This design comes from an exercise in tuning for small area, a short achievable clock period and few clock cycles per item on the open sky130 flow, not from production work.
No functional check of the RTL was part of any run shown here.
Power is estimated from default activity; no workload was simulated.

$ cat design.v
`default_nettype none
package smalu_pkg;
   localparam int MagWidth   = 32;
   localparam int ShiftBits  = $clog2(MagWidth);
   localparam int OpWidth    = 4;
   localparam logic [MagWidth-1:0] MagLimit = MagWidth'(MagWidth);
   localparam logic [OpWidth-1:0] OpAdd  = 4'd0;
   localparam logic [OpWidth-1:0] OpSub  = 4'd1;
   localparam logic [OpWidth-1:0] OpMul  = 4'd2;
   localparam logic [OpWidth-1:0] OpAnd  = 4'd3;
   localparam logic [OpWidth-1:0] OpOr   = 4'd4;
   localparam logic [OpWidth-1:0] OpXor  = 4'd5;
   localparam logic [OpWidth-1:0] OpShl  = 4'd6;
   localparam logic [OpWidth-1:0] OpShr  = 4'd7;
   localparam logic [OpWidth-1:0] OpNot  = 4'd8;
   localparam logic [OpWidth-1:0] OpNeg  = 4'd9;
   localparam logic [OpWidth-1:0] OpPass = 4'd10;
   localparam logic [OpWidth-1:0] OpInc  = 4'd11;
   localparam logic [OpWidth-1:0] OpDec  = 4'd12;
   localparam logic [OpWidth-1:0] OpCmp  = 4'd13;
   typedef struct packed {
      logic [OpWidth-1:0]  op;
      logic                a_sign;
      logic [MagWidth-1:0] a_mag;
      logic                b_sign;
      logic [MagWidth-1:0] b_mag;
   } req_type;
   typedef struct packed {
      logic                result_sign;
      logic [MagWidth-1:0] result_mag;
      logic                overflow;
      logic                less;
      logic                equal;
      logic                greater;
   } rsp_type;
endpackage
`default_nettype wire
`default_nettype none
module smalu_mul_step #(
   parameter int K = 4
) (
   input  wire  [31:0] am,         
   input  wire  [K-1:0] dig,       
   input  wire  [31:0] acc_s,      
   input  wire  [31:0] acc_c,
   input  wire         acc_ci,     
   output logic [31:0] nxt_s,
   output logic [31:0] nxt_c,
   output logic        nxt_ci,
   output logic [K-1:0] low        
);
   localparam int X = 32 + K + 1;
   function automatic logic [2*X-1:0] csa(input logic [X-1:0] a, input logic [X-1:0] b,
                                          input logic [X-1:0] c);
      logic [X-1:0] s, m;
      s = a ^ b ^ c;
      m = (a & b) | (a & c) | (b & c);
      csa = {s, m << 1};
   endfunction
   logic [X-1:0] pp [0:K-1];
   logic [X-1:0] fs, fc;
   always_comb begin
      for (int j = 0; j < K; j++) pp[j] = X'({32{dig[j]}} & am) << j;
   end
   if (K == 4) begin : g4
      logic [X-1:0] s1, c1, s2, c2, s3, c3;
      assign {s1, c1} = csa(X'(acc_s), X'(acc_c), pp[0]);
      assign {s2, c2} = csa(pp[1], pp[2], pp[3]);
      assign {s3, c3} = csa(s1, c1, s2);
      assign {fs, fc} = csa(s3, c3, c2);
   end else begin : g8
      logic [X-1:0] s1, c1, s2, c2, s3, c3, s4, c4, s5, c5, s6, c6, s7, c7, s8, c8;
      assign {s1, c1} = csa(pp[0], pp[1], pp[2]);
      assign {s2, c2} = csa(pp[3], pp[4], pp[5]);
      assign {s3, c3} = csa(pp[6], pp[7], X'(acc_s));
      assign {s4, c4} = csa(s1, c1, s2);
      assign {s5, c5} = csa(c2, s3, c3);
      assign {s6, c6} = csa(s4, c4, s5);
      assign {s7, c7} = csa(s6, c6, c5);
      assign {fs, fc} = csa(s7, c7, X'(acc_c));
   end
   logic [K:0] lsum;
   assign lsum   = {1'b0, fs[K-1:0]} + {1'b0, fc[K-1:0]} + (K+1)'(acc_ci);
   assign low    = lsum[K-1:0];
   assign nxt_ci = lsum[K];
   assign nxt_s  = fs[K+31:K];
   assign nxt_c  = fc[K+31:K];
endmodule
module smalu_core (
   input  smalu_pkg::req_type req,
   input  wire                inv,      
   input  wire                incdec,   
   input  wire  [31:0]        acc_s,    
   input  wire  [31:0]        acc_c,
   input  wire                acc_ci,
   output smalu_pkg::rsp_type rsp
);
   localparam int W = smalu_pkg::MagWidth;
   logic [3:0]   op;
   logic         as, bs;
   logic [W-1:0] am, bm;
   assign op = req.op;
   assign as = req.a_sign;
   assign am = req.a_mag;
   assign bs = req.b_sign;
   assign bm = req.b_mag;
   logic op_mul, op_and, op_or, op_xor, op_shl, op_shr;
   logic op_not, op_neg, op_pass, op_cmp, op_arith;
   assign op_mul   = op == smalu_pkg::OpMul;
   assign op_and   = op == smalu_pkg::OpAnd;
   assign op_or    = op == smalu_pkg::OpOr;
   assign op_xor   = op == smalu_pkg::OpXor;
   assign op_shl   = op == smalu_pkg::OpShl;
   assign op_shr   = op == smalu_pkg::OpShr;
   assign op_not   = op == smalu_pkg::OpNot;
   assign op_neg   = op == smalu_pkg::OpNeg;
   assign op_pass  = op == smalu_pkg::OpPass;
   assign op_cmp   = op == smalu_pkg::OpCmp;
   assign op_arith = (op == smalu_pkg::OpAdd) | (op == smalu_pkg::OpSub) |
                     (op == smalu_pkg::OpInc) | (op == smalu_pkg::OpDec);
   logic [W-1:0] yp;
   assign yp = ({bm[W-1:1] & {(W-1){~incdec}}, bm[0] | incdec}) ^ {W{inv}};
   logic [W-1:0] p, g;
   logic [W-1:0] gg, pp;    
   assign p = am ^ yp;
   assign g = am & yp;
   always_comb begin
      logic [W-1:0] gt, pt;
      gt = g;
      pt = p;
      for (int l = 0; l < 5; l++) begin
         logic [W-1:0] gn, pn;
         gn = gt;
         pn = pt;
         for (int i = 0; i < W; i++) begin
            if (i >= (1 << l)) begin
               gn[i] = gt[i] | (pt[i] & gt[i - (1 << l)]);
               pn[i] = pt[i] & pt[i - (1 << l)];
            end
         end
         gt = gn;
         pt = pn;
      end
      gg = gt;
      pp = pt;
   end
   logic [W-1:0] s0, s1;
   logic         c0, c1;
   assign s0 = p ^ {gg[W-2:0], 1'b0};
   assign s1 = p ^ ({gg[W-2:0], 1'b0} | {pp[W-2:0], 1'b1});
   assign c0 = gg[W-1];
   assign c1 = gg[W-1] | pp[W-1];
   logic         add_rs, add_ov, add_nz;
   logic [W-1:0] add_rm, zq;
   assign add_rm = inv ? (c1 ? s1 : ~s0) : s0;
   assign add_ov = ~inv & c0;
   assign add_rs = as ^ (inv & ~c1);
   assign zq     = inv ? ~p : (p ^ {am[W-2:0] | yp[W-2:0], 1'b0});
   assign add_nz = |zq;
   logic a_nz, b_nz, as_n, bs_n, eq_mag, gt_mag, lt, eq, gt;
   assign a_nz   = |am;
   assign b_nz   = |bm;
   assign as_n   = as & a_nz;
   assign bs_n   = bs & b_nz;
   assign eq_mag = &p;           
   assign gt_mag = c1 & ~eq_mag;
   always_comb begin
      lt = 1'b0;
      eq = 1'b0;
      gt = 1'b0;
      if (as_n != bs_n) begin
         lt = as_n;
         gt = ~as_n;
      end else if (eq_mag) begin
         eq = 1'b1;
      end else begin
         gt = gt_mag ^ as_n;
         lt = ~gt;
      end
   end
   logic         big;
   logic [4:0]   sh;
   logic [W-1:0] am_rev, sin, sout, sout_rev, rmask, lmask;
   assign big = |bm[W-1:5];
   assign sh  = bm[4:0];
   always_comb begin
      for (int i = 0; i < W; i++) am_rev[i] = am[W-1-i];
   end
   assign sin  = op_shl ? am_rev : am;
   assign sout = sin >> sh;
   always_comb begin
      for (int i = 0; i < W; i++) sout_rev[i] = sout[W-1-i];
   end
   assign rmask = {W{1'b1}} >> sh;    
   assign lmask = {W{1'b1}} << sh;    
   logic shl_ov, shl_nz, shr_nz;
   assign shl_ov = big ? a_nz : |(am & ~rmask);
   assign shl_nz = ~big & |(am & rmask);
   assign shr_nz = ~big & |(am & lmask);
   logic mul_ov;
   logic [W-1:0] hz;
   assign hz     = (acc_s ^ acc_c) ^ {acc_s[W-2:0] | acc_c[W-2:0], acc_ci};
   assign mul_ov = |hz;
   logic [W-1:0] rm;
   logic         ov, rs;
   assign rm = ({W{op_arith}} & add_rm) |
               ({W{op_mul}} & bm) |
               ({W{op_and}} & (am & bm)) |
               ({W{op_or}} & (am | bm)) |
               ({W{op_xor}} & (am ^ bm)) |
               ({W{op_shl & ~big}} & sout_rev) |
               ({W{op_shr & ~big}} & sout) |
               ({W{op_not}} & ~am) |
               ({W{op_neg | op_pass}} & am);
   assign ov = (op_arith & add_ov) | (op_mul & mul_ov) | (op_shl & shl_ov);
   assign rs = (op_arith & add_rs & add_nz) |
               (op_mul & (as ^ bs) & b_nz) |
               (op_and & (as & bs) & |(am & bm)) |
               (op_or & (as | bs) & |(am | bm)) |
               (op_xor & (as ^ bs) & |(am ^ bm)) |
               (op_shl & as & shl_nz) |
               (op_shr & as & shr_nz) |
               (op_not & ~as & ~&am) |
               (op_neg & ~as & a_nz) |
               (op_pass & as & a_nz);
   assign rsp.result_sign = rs;
   assign rsp.result_mag  = rm;
   assign rsp.overflow    = ov;
   assign rsp.less        = op_cmp & lt;
   assign rsp.equal       = op_cmp & eq;
   assign rsp.greater     = op_cmp & gt;
endmodule
`default_nettype wire
`default_nettype none
module sign_magnitude_alu (
   input  wire         clock,
   input  wire         reset,
   input  wire         start,
   output logic        busy,
   input  wire  [69:0] req_item,
   output logic        rsp_strobe,
   output logic [36:0] rsp_item
);
   localparam int K        = 4;            
   localparam int MulSteps = 32 / K;
   logic               req_valid_ff;
   logic               mul_busy_ff;
   logic [$clog2(MulSteps)-1:0] step_ff;
   smalu_pkg::req_type req_ff;
   logic [31:0]        acc_s_ff, acc_c_ff;
   logic               acc_ci_ff;
   logic               inv_ff, incdec_ff;
   smalu_pkg::rsp_type rsp_ff, rsp_in;
   logic               rsp_valid_ff;
   smalu_pkg::req_type req_new;
   assign req_new = smalu_pkg::req_type'(req_item);
   logic new_incdec, new_inv;
   always_comb begin
      new_incdec = (req_new.op == smalu_pkg::OpInc) | (req_new.op == smalu_pkg::OpDec);
      unique case (req_new.op)
         smalu_pkg::OpAdd: new_inv = req_new.a_sign ^ req_new.b_sign;
         smalu_pkg::OpSub: new_inv = ~(req_new.a_sign ^ req_new.b_sign);
         smalu_pkg::OpInc: new_inv = req_new.a_sign;
         smalu_pkg::OpDec: new_inv = ~req_new.a_sign;
         smalu_pkg::OpCmp: new_inv = 1'b1;
         default:          new_inv = 1'b0;
      endcase
   end
   logic [31:0]  nxt_s, nxt_c;
   logic         nxt_ci;
   logic [K-1:0] low;
   smalu_mul_step #(.K(K)) u_step (
      .am     (req_ff.a_mag),
      .dig    (req_ff.b_mag[K-1:0]),
      .acc_s  (acc_s_ff),
      .acc_c  (acc_c_ff),
      .acc_ci (acc_ci_ff),
      .nxt_s  (nxt_s),
      .nxt_c  (nxt_c),
      .nxt_ci (nxt_ci),
      .low    (low)
   );
   assign busy = mul_busy_ff;
   always_ff @(posedge clock) begin
      if (!mul_busy_ff) begin
         req_ff       <= req_new;
         req_valid_ff <= start;
         inv_ff       <= new_inv;
         incdec_ff    <= new_incdec;
         mul_busy_ff  <= start & (req_new.op == smalu_pkg::OpMul);
         step_ff      <= '0;
         acc_s_ff     <= '0;
         acc_c_ff     <= '0;
         acc_ci_ff    <= 1'b0;
      end else begin
         req_ff.b_mag <= {low, req_ff.b_mag[31:K]};
         acc_s_ff     <= nxt_s;
         acc_c_ff     <= nxt_c;
         acc_ci_ff    <= nxt_ci;
         step_ff      <= step_ff + 1'b1;
         mul_busy_ff  <= (step_ff != $bits(step_ff)'(MulSteps - 1));
      end
      if (reset) begin
         req_valid_ff <= 1'b0;
         mul_busy_ff  <= 1'b0;
      end
   end
   smalu_core u_core (
      .req    (req_ff),
      .inv    (inv_ff),
      .incdec (incdec_ff),
      .acc_s  (acc_s_ff),
      .acc_c  (acc_c_ff),
      .acc_ci (acc_ci_ff),
      .rsp    (rsp_in)
   );
   always_ff @(posedge clock) begin
      if (reset) begin
         rsp_valid_ff <= 1'b0;
      end else begin
         rsp_valid_ff <= req_valid_ff & ~mul_busy_ff;
      end
      rsp_ff <= rsp_in;
   end
   assign rsp_strobe = rsp_valid_ff;
   assign rsp_item   = rsp_ff;
endmodule
`default_nettype wire
$ cat run.sh
#!/bin/bash
# synth_recipe.tcl (not shown) runs the flow's synth.tcl, then flattens the netlist and writes it again
# the make line also repeats each setting of config.mk as NAME=value (left out here)
make -C /OpenROAD-flow-scripts/flow DESIGN_CONFIG=/design/flow/config.mk WORK_HOME=/design/flow/orfs CLKGATE_MAP_FILE= SYNTH_SCRIPT=/design/flow/synth_recipe.tcl finish
$ cat config.mk
export PLATFORM = sky130hd
export DESIGN_NAME = sign_magnitude_alu
export DESIGN_NICKNAME = sign_magnitude_alu
export VERILOG_FILES = /design/flow/design.v
export SDC_FILE = /design/flow/constraint.sdc
export NUM_CORES = 4
export LEC_CHECK = 0
export CAP_MARGIN = 20
export CORE_MARGIN = 2
export CORE_UTILIZATION = 40
export SLEW_MARGIN = 20
$ cat constraint.sdc
create_clock -name core_clock -period 11.0 [get_ports {clock}]
set_input_delay 2.2000 -clock core_clock [delete_from_list [all_inputs] [get_ports {clock}]]
set_output_delay 2.2000 -clock core_clock [all_outputs]
set_load 0.01 [all_outputs]
==> results by group, run 1 <==
Routing
  – Max Used Layer: met5
  – Via/cell ratio: 6.35
  – Routed met1 length: between 30,000 and 40,000 microns
  – Vias: between 20,000 and 25,000
  – Post-route ant nets: 0
  – Post-route DRC: 0
  – WL/cell: 29.0 microns
  – Metal3 WL: roughly 11,000 microns
  – DRT iter0 DRCs: 2,894
  – DRT Pass-1 Iters: 10
  – DR WL met2: roughly 37,000 microns
  – Final WL: 92,500 microns

CTS
  – H-tree Lvls: 4
  – Buffer levels on the longest clock path: 2
  – TritonCTS clock tree: done
  – CTS root buffer: clkbuf_16
  – Setup Fix Bufs, Post-CTS: 0
  – CTS resizes: 0
  – CTS sink count: between 150 and 200
  – Clock Latency Late Sink: around 0.52 ns
  – Clk pin slew, worst setup/hold paths: 0.08 ns
  – Clock buffer count from CTS: 17
  – Hold-fix buffer count after cts: 0

Critical path
  – Crit-path max cell delay: between 0.9 and 1 ns
  – Most used cell, CP: a311oi_1
  – Critical path launch point type: register
  – Worst Path Max Fanout: 18
  – CP Capture Type: register
  – Req. time, crit path: roughly 11 ns
  – Worst path slowest cell: nand2b_1
  – Worst path cell trace: clkinv_1 > ha_1 > nand3_1 > nor3_1 > a311oi_1 > a311oi_1 > nand2b_1 > mux2_1 > a221oi_2 > xnor2_1 > a211o_1
  – Worst Setup SP: req_ff[40]$_DFFE_PN_
  – Worst EP arrival: about 6 ns
  – Crit path kind: register to register
  – RR Startpoint: req_ff[40]$_DFFE_PN_

Finish
  – Share of layout cells above drive strength 1: 0.0657
  – Non-filler cells, final: around 3,200
  – FILL cells: roughly 5,200
  – Area Growth Syn to Fin: 9.75%
  – Layout Nets: between 2,000 and 3,000

Die
  – Die X-Extent: between 200 and 250 microns
  – # IOs: 112
  – Die outline area: 0.0537 sq mm
  – Effective utilization at floorplan: 0.404
  – Height of the die: around 230 microns
  – Num rows: between 80 and 90
  – Placeable core area: a little over 0.05 sq mm

Power
  – Combinational power share: 0.504
  – Net Switching: approximately 1.4 mW
  – Clock share of power: 0.229
  – Sw Share: 0.460
  – Seq pwr share: 0.267
  – Power per standard cell area: roughly 130 mW/mm^2
  – Peak VDD IR: roughly 100 uV
  – LEAKAGE: 9.40 nW
  – Internal power: around 1.6 mW

Global route
  – Total gr overflow: 0
  – Vias in the first global route: 19,400
  – Initial antenna violation count: 5
  – Pin count of the biggest net entering global routing: about 100
  – All-layer global routing usage: 0.345
  – Global-route wire length before repair: 134,000 microns

Timing
  – Final setup viols: 0
  – RSZ-0062 raised after global routing: no
  – Final Hold Vio Count: 0
  – Final period utilization: 0.522
  – Final min period: roughly 5.7 ns
  – Sum Neg Setup Slack: 0 ns
  – Worst clock skew: 0.0216 ns
  – Max Freq: between 150 and 200 MHz
  – Max-slew headroom: 0.215
  – Worst-margin pin slew: 1.18 ns
  – Slew Limit Fails: 0

Yosys
  – Share of the synthesized area in the top cell type: 0.134
  – Post-Synth Adder-Cell Area: 0.224
  – Mux cell area share after synthesis: 0.0793
  – Post-synth top cells: inv_1, nor2_1, ha_1
  – Post-synth EDFFs: 40
  – Flip-flop and latch count after synthesis: 179
  – Synth Area in XOR/XNOR: 0.0507
  – Cells after Synth: 2,510
  – Count leader, synth: inv_1
  – Post-synthesis compound-gate area fraction: 0.189
  – Largest area contributor in the netlist: dfxtp_1
  – Synth warn: 4
  – Post-synthesis simple-gate area fraction: 0.166
  – Synth area leaders: dfxtp_1, fa_1, ha_1
  – Syn Nets: roughly 2,900
  – Register area share after synthesis: 0.192
  – Synth Cell Area: between 0.02 and 0.025 sq mm
  – Synth cell types: 96
  – Syn Area/Cell: approximately 8.3 sq um
  – Post-synth ARST share: 0
  – Ys flop type: dfxtp_1
  – Largest family of logic cells by synthesized area: adder cells

Status
  – Status: no timing/DRC/antenna violations

Place
  – Dpl cells: between 3,000 and 4,000
  – Routability cong.: roughly 1.1
  – Port Buf Inserts: around 110
  – HPWL Detailed: approximately 71,000 microns

Hold path
  – Min-delay src: step_ff[0]$_SDFF_PN0_
  – HP Class: register to register

Job
  – Max_cap viols: 0
-- power by group through the flow --
stage	clock [mW]	combinational (mW)	sequential (mW)
CTS	0.695	1.44	0.785
global placement	0	1.44	0.799
global route	0.715	1.59	0.791
finish	0.679	1.49	0.789
detailed placement	0	1.43	0.801
floorplan	0	0.922	0.782
-- metal layers --
metal / track usage / up-vias
li1: - / 8735
met1: 0.466 / 9878
met2: 0.485 / 1377
met3: 0.112 / 275
met4: 0.182 / 4
met5: 0 / -
-- flip-flops by register name (all words and copies together) (netlist names) --
| register | flops |
|---|---|
| acc_ci_ff | 1 |
| req_valid_ff | 1 |
| step_ff | 3 |
| acc_c_ff | 32 |
| acc_s_ff | 31 |
| incdec_ff | 1 |
| mul_busy_ff | 1 |
| rsp_ff | 37 |
| req_ff | 70 |
| rsp_valid_ff | 1 |
| inv_ff | 1 |
-- stage by stage --
step,utilization,area [sq um],worst slack (ns),hold WS [ns],total power [mW]
3_5_place_dp,0.432,22200,5.44,0.411,2.24
2_1_floorplan,-,20700,6.32,0.390,1.70
3_3_place_gp,0.432,22200,5.51,0.399,2.24
5_1_grt,0.444,22800,5.07,0.436,3.09
4_1_cts,0.444,22800,5.42,0.427,2.92
6_report,0.444,22800,5.25,0.421,2.96
-- kinds of logic (layout without fill, tap and decap cells) --
| kind of cell | Yosys count | count (layout) |
|---|---|---|
| AOI/OAI and AO/OA | 580 | 580 |
| DFF | 179 | 179 |
| adders and majority gates | 297 | 297 |
| xor gates and xnor gates | 120 | 120 |
| other | 0 | 1 |
| buffers and inverters | 498 | 498 |
| muxes | 118 | 118 |
| and+or+nand+nor | 718 | 718 |
-- final timing paths --
path         depth (start not counted)  slack, ns               endpoint
max                                 11       5.25     rsp_ff[23]$_DFF_P_
min                                  1       0.42  step_ff[0]$_SDFF_PN0_
max reg2reg                         11       5.25     rsp_ff[23]$_DFF_P_
min reg2reg                          1       0.42  step_ff[0]$_SDFF_PN0_
-- critical path, delay by kind of cell, from the launching register on --
kind / cells / cell delay [ns]
mux: 1 / 0.40
xor+xnor: 1 / 0.10
fa+ha+maj: 1 / 0.85
flops: 1 / 0.69
buf+inv: 1 / 0.67
simple gates: 3 / 1.76
compound gates: 4 / 1.14
-- cell type report --
class | count | area (sq um) | area share
Multi-Input combinational cell | 1833 | 14700 | 0.647
Sequential cell | 179 | 3990 | 0.175
Timing Repair Buffer | 151 | 1410 | 0.0620
Inverter | 315 | 1180 | 0.0520
Tap cell | 680 | 851 | 0.0374
Clock buffer | 18 | 429 | 0.0188
Clock inverter | 14 | 168 | 0.00736
Antenna cell | 1 | 2.50 | 0.000110
-- placed cells by master (no fill, tap or decap), drive strengths merged, types with 40 or more instances in the layout --
master | Yosys | routed
mux2i | 51 | 51
o21ai | 101 | 101
buf | 74 | 40
a22oi | 48 | 48
clkdlybuf4s50 | 0 | 111
xnor2 | 97 | 97
nor4 | 47 | 47
a21oi | 154 | 154
edfxtp | 40 | 40
and2 | 75 | 75
inv | 305 | 316
nor3 | 40 | 40
fa | 124 | 124
dfxtp | 139 | 139
nand4 | 42 | 42
ha | 172 | 172
nand2 | 147 | 147
nor2 | 256 | 256
==> run 2, diff against run 1 <==
--- a/design.v
+++ b/design.v
@@ -92,5 +92,6 @@
    input  wire                incdec,   
-   input  wire  [31:0]        acc_s,    
-   input  wire  [31:0]        acc_c,
-   input  wire                acc_ci,
+   input  wire  [31:0]        mul_lo,   
+   input  wire  [31:0]        mul_hs,   
+   input  wire  [31:0]        mul_hc,
+   input  wire                mul_hci,
    output smalu_pkg::rsp_type rsp
@@ -201,3 +202,3 @@
    logic [W-1:0] hz;
-   assign hz     = (acc_s ^ acc_c) ^ {acc_s[W-2:0] | acc_c[W-2:0], acc_ci};
+   assign hz     = (mul_hs ^ mul_hc) ^ {mul_hs[W-2:0] | mul_hc[W-2:0], mul_hci};
    assign mul_ov = |hz;
@@ -206,3 +207,3 @@
    assign rm = ({W{op_arith}} & add_rm) |
-               ({W{op_mul}} & bm) |
+               ({W{op_mul}} & mul_lo) |
                ({W{op_and}} & (am & bm)) |
@@ -216,3 +217,3 @@
    assign rs = (op_arith & add_rs & add_nz) |
-               (op_mul & (as ^ bs) & b_nz) |
+               (op_mul & (as ^ bs) & |mul_lo) |
                (op_and & (as & bs) & |(am & bm)) |
@@ -300,3 +301,3 @@
          step_ff      <= step_ff + 1'b1;
-         mul_busy_ff  <= (step_ff != $bits(step_ff)'(MulSteps - 1));
+         mul_busy_ff  <= (step_ff != $bits(step_ff)'(MulSteps - 2));
       end
@@ -311,6 +312,7 @@
       .incdec (incdec_ff),
-      .acc_s  (acc_s_ff),
-      .acc_c  (acc_c_ff),
-      .acc_ci (acc_ci_ff),
-      .rsp    (rsp_in)
+      .mul_lo  ({low, req_ff.b_mag[31:K]}),
+      .mul_hs  (nxt_s),
+      .mul_hc  (nxt_c),
+      .mul_hci (nxt_ci),
+      .rsp     (rsp_in)
    );
==> flow/run.sh (new file) <==
#!/bin/bash
# Standard ORFS layout (the standard.sh, unchanged synthesis), with timing repair
# aimed below the clock period: repair_timing works towards a setup slack of
# SETUP_SLACK_MARGIN ns, so the achieved period ends near period - margin.
set -euo pipefail
cd "$(dirname "$0")/.."
bash standard.sh SETUP_SLACK_MARGIN=${MARGIN:-8} finish > standard_make.log 2>&1
==> standard.sh (new file) <==
#!/bin/bash
# synth_recipe.tcl (not shown) runs the flow's synth.tcl, then flattens the netlist and writes it again
# the make line also repeats each setting of config.mk as NAME=value (left out here)
make -C /OpenROAD-flow-scripts/flow DESIGN_CONFIG=/design/flow/config.mk WORK_HOME=/design/flow/orfs CLKGATE_MAP_FILE= SYNTH_SCRIPT=/design/flow/synth_recipe.tcl "${@:-finish}"
removed: run.sh
==> results by group, run 2 <==
Status
  – Status: no timing/DRC/antenna violations

Finish
  – Most common cell after layout, fill and taps aside: inv_1
  – Most frequent cells in the layout: inv_1, nor2_1, buf_4, nand2_1, fa_1
  – Register Area: 0.00403 sq mm (+0.97%)
  – Multi-input logic area: 0.0163 sq mm (+11%)
  – Core Util, Final: 0.553 (+0.110)
  – Layout Nets: 3,118 (+8.8%)
  – FILL cells: 4,508 (-13%)
  – Cell area after layout: 0.0276 sq mm (+21%)
  – Biggest regs: req_ff x70, rsp_ff x37, acc_c_ff x32
  – Share of layout cells above drive strength 1: 0.295 (+0.229)
  – Max FFs per register: 70 (unchanged)
  – Area Growth Syn to Fin: 37.2%
  – Most flops, register: req_ff
  – Ant diodes: 0 (-1)

Yosys
  – Ys flop type: dfxtp_1
  – Cells after Synth: 2,475 (-1.4%)
  – Syn Area/Cell: 8.14 sq um (-1.5%)
  – Synth area leaders: dfxtp_1, fa_1, ha_1
  – Flip-flop and latch count after synthesis: 179 (unchanged)
  – Post-synth top cells: nor2_1, inv_1, nand2_1
  – Synth Cell Area: 0.0201 sq mm (-2.9%)
  – Register area share after synthesis: 0.198 (+0.00572)
  – Syn Nets: 2,844 (-1.2%)
  – Synth cell types: 88 (-8.3%)
  – Synth warn: 4 (unchanged)
  – Largest area contributor in the netlist: dfxtp_1
  – Post-synth ARST share: 0 (unchanged)
  – Count leader, synth: nor2_1
  – Post-synth EDFFs: 40 (unchanged)
  – Share of the synthesized area in the top cell type: 0.138 (+0.00400)

Global route
  – Total gr overflow: 0 (unchanged)
  – Met3 Usage GRT: 0.123 (+0.0111)
  – Initial antenna violation count: 2 (-3)
  – M1 GR Usage: 0.505 (+0.0390)
  – GRT Max-Usage Layer: met2
  – Pin count of the biggest net entering global routing: 81 (-21%)
  – GR Layer Usage met2: 0.540 (+0.0548)
  – Vias in the first global route: 20,600 (+6.2%)
  – All-layer global routing usage: 0.376 (+0.0312)
  – Global-route wire length before repair: 143,000 microns (+7.0%)

Critical path
  – Crit path kind: register to register
  – R2R Setup Slk: 6.99 ns (+1.73 ns)
  – CP Capture Type: register
  – Critical path launch point type: register
  – RR Startpoint: incdec_ff$_DFFE_PN_
  – Req. time, crit path: 11.36 ns (-0.04 ns)
  – Worst Path Max Fanout: 5 (-13)
  – Worst EP arrival: 4.37 ns (-1.78 ns)
  – Worst Setup SP: incdec_ff$_DFFE_PN_

CTS
  – H-tree Lvls: 4 (unchanged)
  – CTS root buffer: clkbuf_16
  – Buffer levels on the longest clock path: 2 (unchanged)
  – Hold-fix buffer count after cts: 0 (unchanged)
  – CTS sink count: 179 (unchanged)
  – Clk pin slew, worst setup/hold paths: 0.08 ns (about the same)
  – Clock Latency Late Sink: 0.52 ns (about the same)
  – TritonCTS clock tree: done
  – Clock buffer count from CTS: 17 (unchanged)

Die
  – Die outline area: 0.0522 sq mm (-2.8%)
  – # IOs: 112 (unchanged)
  – Num rows: 82 (-1.2%)
  – Height of the die: 228 microns (-1.4%)
  – Die X-Extent: 228 microns (-1.4%)
  – Placeable core area: 0.0500 sq mm (-2.6%)
  – Effective utilization at floorplan: 0.403 (-0.00120)

Routing
  – WL/cell: 29.7 microns (+2.3%)
  – Post-route DRC: 0 (unchanged)
  – DRT Pass-1 Iters: 7 (-3)
  – DRT iter0 DRCs: 3,217 (+11%)
  – Via/cell ratio: 6.29 (-0.91%)
  – Vias: 21,600 (+6.6%)
  – Final WL: 102,000 microns (+10%)
  – Post-route ant nets: 0 (unchanged)

Timing
  – RSZ-0062 raised after global routing: yes
  – Final Hold Vio Count: 0 (unchanged)
  – Sum Neg Setup Slack: 0 ns (unchanged)
  – WHS: 0.443 ns (+0.0230 ns)
  – Worst-margin pin slew: 1.06 ns (-0.115 ns)
  – Max Freq: 249 MHz (+43%)
  – Worst clock skew: 0.0191 ns (-0.00247 ns)
  – Slew Limit Fails: 0 (unchanged)
  – Final setup viols: 0 (unchanged)
  – Max-slew headroom: 0.291 (+0.0763)
  – Final min period: 4.01 ns (-1.73 ns)
  – Final period utilization: 0.365 (-0.158)

Power
  – Power per standard cell area: 144 mW/mm^2 (+11%)
  – Final Power: 3.98 mW (+34%)
  – LEAKAGE: 11.5 nW (+22%)
  – Peak VDD IR: 119 uV (+18%)

Place
  – Routability cong.: 1.03 (-3.5%)
  – HPWL Detailed: 68,000 microns (-3.6%)
  – DP Area: 0.0220 sq mm (-0.71%)
  – Port Buf Inserts: 111 (unchanged)

Hold path
  – Min-delay src: step_ff[0]$_SDFF_PN0_
  – HP Class: register to register

Job
  – Max_cap viols: 0 (unchanged)
-- run 2: cell types whose count changed after synthesis, moves of 12 or more --
cell,previous run,this run
o21ai_1,6,24
a221oi_1,30,16
nor2_1,256,302
a22oi_1,48,36
and2_1,73,10
nand2_1,147,173
a31oi_1,31,11
-- run 2: cells by family (layout without fill, tap and decap cells) --
logic type               Yosys count  count (layout)  synth area share
AND/OR/NAND/NOR                  736             736             0.168
XOR/XNOR                         123             123            0.0535
flip-flops                       179             179             0.198
multiplexers                     110             110            0.0768
AO/OA/AOI/OAI                    544             544             0.178
adder cells (fa/ha/maj)          296             296             0.230
buffers and inverters            487             774            0.0963
-- run 2: path summary, 6_finish.rpt --
check                                to  depth (start not counted)
setup / recovery     rsp_ff[32]$_DFF_P_                         16
hold reg to reg   step_ff[0]$_SDFF_PN0_                          1
hold / removal    step_ff[0]$_SDFF_PN0_                          1
setup reg to reg     rsp_ff[32]$_DFF_P_                         16
-- run 2: timing repair --
item / 4_1_cts / 5_1_grt
gates resized for setup: 496 / 266
cloned: 17 / 6
setup endpoints to repair: 141 / 87
pin swaps: 61 / 118
setup buffers: 137 / 95
-- run 2: metal layers --
metal | part of all wire | wire [microns]
met1 | 0.39 | 39900
met2 | 0.41 | 41400
met3 | 0.13 | 13500
met4 | 0.070 | 7090
met5 | 0 | 0
-- run 2: cell type report --
type / count / share of cell area
clock buffers: 21 / 0.0171
clock inverters: 11 / 0.00489
inverters: 320 / 0.0532
multi-input cells: 1809 / 0.591
flip-flops and latches: 179 / 0.146
well taps: 672 / 0.0304
repair buffers: 417 / 0.155
repair inverters: 5 / 0.00222
-- run 2: critical path: stages, from the launching register on --
cell and delay, ns:
edfxtp_1 0.39, buf_6 0.17, buf_16 0.16, nor2_4 0.13, xnor2_4 0.15, ha_4 0.19
inv_4 0.04, fa_2 0.38, nand3b_1 0.29, a211oi_4 0.40, nor2_4 0.12, a21boi_4 0.28
a21boi_4 0.11, o31a_1 0.25, o211ai_1 0.26, xor2_1 0.33, o221ai_1 0.19
-- run 2: report_power, final --
part	internal [mW]	switching (mW)	leakage (nW)
combinational	1.12	1.41	9.59
sequential	0.726	0.0505	1.57
clock	0.358	0.317	0.293
total	2.21	1.78	11.5
-- run 2: metrics by stage --
step,setup WS [ns],cells
after floorplan,7.09,2475
after global placement,5.88,3147
after detailed placement,5.89,3147
after CTS,7.09,3333
after global routing,6.91,3434
final,6.99,3434

what the ideal ports hide:
In the flow no input, the clock included, has a driving cell. The finished layouts below were timed again as built, in two steps. Step 1, drivers: a clkbuf_16 drives clock and a buf_2 each remaining input, both assumed. Step 2 adds t to the input delays and takes it off the output delays; t is the mean of the earliest and latest rising clock arrival at the registers after step 1. Input paths then give back, and output paths get back, about the clock's delay inside the block. Three values: no drivers, after step 1, after step 2; two values: the first two.
run | t, ns | setup slack, ns | worst setup path after step 2 | worst data-port slew with drivers (ns)
run 1 | 0.564 | 5.253 / 5.253 / 5.253 | register to register | 0.06
run 2 | 0.568 | 6.988 / 6.988 / 6.988 | register to register | 0.06
After both steps setup and hold are still met in every run listed.
